This design comes from an exercise in tuning for small area and a short achievable clock period on the open sky130 flow, not from production work. At most, simulation tests tie the RTL to the original design; equivalence was not proved. Power is estimated from default activity; no workload was simulated.

yarrow:
// stream_fifo_top
module stream_fifo_top (
	input wire logic okClk,
	input wire logic arst_n,
	input wire logic sample_write,
	input wire logic [15:0] sample_in,
	input wire logic host_read,
	output logic [31:0] host_data,
	output logic [31:0] fill_words
);
Size in the first run: ~8,400 cells after synthesis, roughly 4,300 flip-flops, ~0.15 mm² of cells after synthesis.
clock: 4.5 ns
lec_check: 0
cap_margin: 20
core_margin: 2
core_utilization: 40
cts_cluster_diameter: 80
cts_cluster_size: 30
setup_slack_margin: 2.15
slew_margin: 20
synth_memory_max_bits: 8192
run.sh (not shown) runs the stock make flow with config.mk's settings and CLKGATE_MAP_FILE= SYNTH_SCRIPT=/design/flow/synth_recipe.tcl, a recipe that flattens the netlist after the stock synthesis.
What raven does differently from yarrow at the input level:
# yarrow
export LEC_CHECK = 0
export CAP_MARGIN = 20
export CORE_MARGIN = 2
export CORE_UTILIZATION = 40
export CTS_CLUSTER_DIAMETER = 80
export CTS_CLUSTER_SIZE = 30
export SETUP_SLACK_MARGIN = 2.15
export SLEW_MARGIN = 20
export SYNTH_MEMORY_MAX_BITS = 8192
create_clock -name core_clock -period 4.5 [get_ports {okClk}]
# raven
export LEC_CHECK = 0
export CAP_MARGIN = 20
export CORE_MARGIN = 2
export CORE_UTILIZATION = 40
export CTS_CLUSTER_DIAMETER = 100
export CTS_CLUSTER_SIZE = 30
export SETUP_SLACK_MARGIN = 2.0
export SLEW_MARGIN = 20
export SYNTH_MEMORY_MAX_BITS = 8192
create_clock -name core_clock -period 4.5 [get_ports {okClk}]
### Flow results
yarrow -> raven: count of unique library cells instantiated by Yosys delta 0, exact match
Diff yarrow -> raven: layout-stage area growth over the synthesis result fell by 1.1 points; total power fell by about 2.4%; post-route cell area fell by 0.97%.
[compare] base=yarrow new=raven: sequential cell area in the final layout roughly the same, power of the clock network went down by about 8%, post-placement cell count closely matched the old numbers, post-route core utilization fell 0.42 points, maximum resistive drop on vdd higher.
Relative to raven, the following input files were edited for maple:
# raven
export LEC_CHECK = 0
export CAP_MARGIN = 20
export CORE_MARGIN = 2
export CORE_UTILIZATION = 40
export CTS_CLUSTER_DIAMETER = 100
export CTS_CLUSTER_SIZE = 30
export SETUP_SLACK_MARGIN = 2.0
export SLEW_MARGIN = 20
export SYNTH_MEMORY_MAX_BITS = 8192
create_clock -name core_clock -period 4.5 [get_ports {okClk}]
# maple
export LEC_CHECK = 0
export CAP_MARGIN = 20
export CORE_MARGIN = 2
export CORE_UTILIZATION = 40
export CTS_CLUSTER_DIAMETER = 80
export CTS_CLUSTER_SIZE = 25
export SETUP_SLACK_MARGIN = 2.3
export SLEW_MARGIN = 20
export SYNTH_MEMORY_MAX_BITS = 8192
export TNS_END_PERCENT = 10
create_clock -name core_clock -period 4.5 [get_ports {okClk}]
### Flow results
Diff raven -> maple: number of antenna diodes shows an increase of 27, floorplan die height comparable, post-placement setup slack went down 0.018 ns, worst-case hold slack rose by 0.37 ns, biggest fanout along the worst timing path essentially unchanged. Time the worst path needs with I/O delays and setup (lower): maple. Run comparison: raven launching element of the worst setup path host_q[15]; maple launching element of the worst setup path host_q[31]. raven went all the way through the flow, and no timing, DRC or antenna check failed. maple: PASS, flow complete, no timing, DRC or antenna violations. Proportion of power drawn by the clock network ended up 1.1 points higher on maple than on raven.
Input-level comparison between sierra and maple:
# maple
export LEC_CHECK = 0
export CAP_MARGIN = 20
export CORE_MARGIN = 2
export CORE_UTILIZATION = 40
export CTS_CLUSTER_DIAMETER = 80
export CTS_CLUSTER_SIZE = 25
export SETUP_SLACK_MARGIN = 2.3
export SLEW_MARGIN = 20
export SYNTH_MEMORY_MAX_BITS = 8192
export TNS_END_PERCENT = 10
create_clock -name core_clock -period 4.5 [get_ports {okClk}]
# sierra
export LEC_CHECK = 0
export CAP_MARGIN = 20
export CORE_MARGIN = 2
export CORE_UTILIZATION = 40
export CTS_CLUSTER_DIAMETER = 80
export CTS_CLUSTER_SIZE = 25
export SETUP_SLACK_MARGIN = 2.3
export SLEW_MARGIN = 20
export SYNTH_MEMORY_MAX_BITS = 8192
create_clock -name core_clock -period 4.5 [get_ports {okClk}]
## What came out
Re combinational group share of total power: maple was lower than sierra.
sierra ran to completion and came out clean on the timing, design-rule and antenna checks.
~same areal power density over the cells in maple and sierra
Taking maple as the reference point, the non-clock buffer count of sierra rises by 22%.
Any difference in sequential power between sierra and maple is small enough to ignore.
The faster design of the two is sierra; maple tops out lower.
Going from maple to sierra, the fraction of area in multi-input gates was found to have gone up by 0.63 points.
On maximum number of pins on one net before global-route repair: sierra sits below maple.

========
== the baseline ==
stream_fifo_top, a different RTL version from the one above (not shown whole).
Size: about 8300 cells after synthesis, roughly 84 I/O pins, about 0.15 mm^2 of cells after synthesis.
export LEC_CHECK = 0
export CAP_MARGIN = 20
export CORE_MARGIN = 2
export CORE_UTILIZATION = 48
export CTS_CLUSTER_DIAMETER = 100
export CTS_CLUSTER_SIZE = 30
export SETUP_SLACK_MARGIN = 2.0
export SLEW_MARGIN = 20
export SYNTH_MEMORY_MAX_BITS = 8192
create_clock -name core_clock -period 4.5 [get_ports {okClk}]
> inputs changed (the baseline -> the candidate)
Settings: swapping 48 for 40 in CORE_UTILIZATION.
Notes after the runs:
Diff the baseline -> the candidate: number of stages on the worst setup path has decreased, fraction of power spent switching nets increased 0.23 points, die area shows an increase of about 20%.
The flow did not stop early for the candidate: all stages ran, and the layout cleared the timing, design-rule and antenna checks.
No functional check of the RTL was part of any run of this note.

static timing again, ports no longer ideal:
The results above use ideal ports. As a check the final layouts listed here were re-extracted and re-timed, cells and wires unchanged.
Step 1 assumes that a clkbuf_16 drives the clock port and a buf_2 every other input.
Step 2 also shifts input and output timing later by t, the mid clock arrival at the registers, as if the neighbouring blocks saw the same clock.
a / b / c = ideal / step 1 / step 2; a / b = the first two.
run	t (ns)	slack for setup (ns)	hold slack, ns	clock arrival spread, ns	worst data-port slew with drivers (ns)
yarrow	1.011	2.031 / 1.934 / 1.263	0.405 / 0.366 / 0.513	0.090 / 0.090	0.09
raven	1.014	1.886 / 1.780 / 1.269	0.054 / -0.014 / 0.464	0.078 / 0.077	0.10
maple	1.032	1.971 / 1.851 / 1.300	0.428 / 0.349 / 0.450	0.063 / 0.063	0.13
sierra	1.028	2.001 / 1.897 / 1.513	0.448 / 0.418 / 0.448	0.067 / 0.068	0.10
the baseline	1.002	1.849 / 1.843 / 1.264	0.377 / 0.349 / 0.469	0.069 / 0.068	0.10
the candidate	1.009	1.920 / 1.874 / 1.314	0.009 / -0.065 / 0.439	0.106 / 0.106	0.09
After both steps every run listed still meets setup and hold. The setup slack of yarrow, which loses most, moves by -0.097 ns with the drivers and by -0.768 ns with both steps.
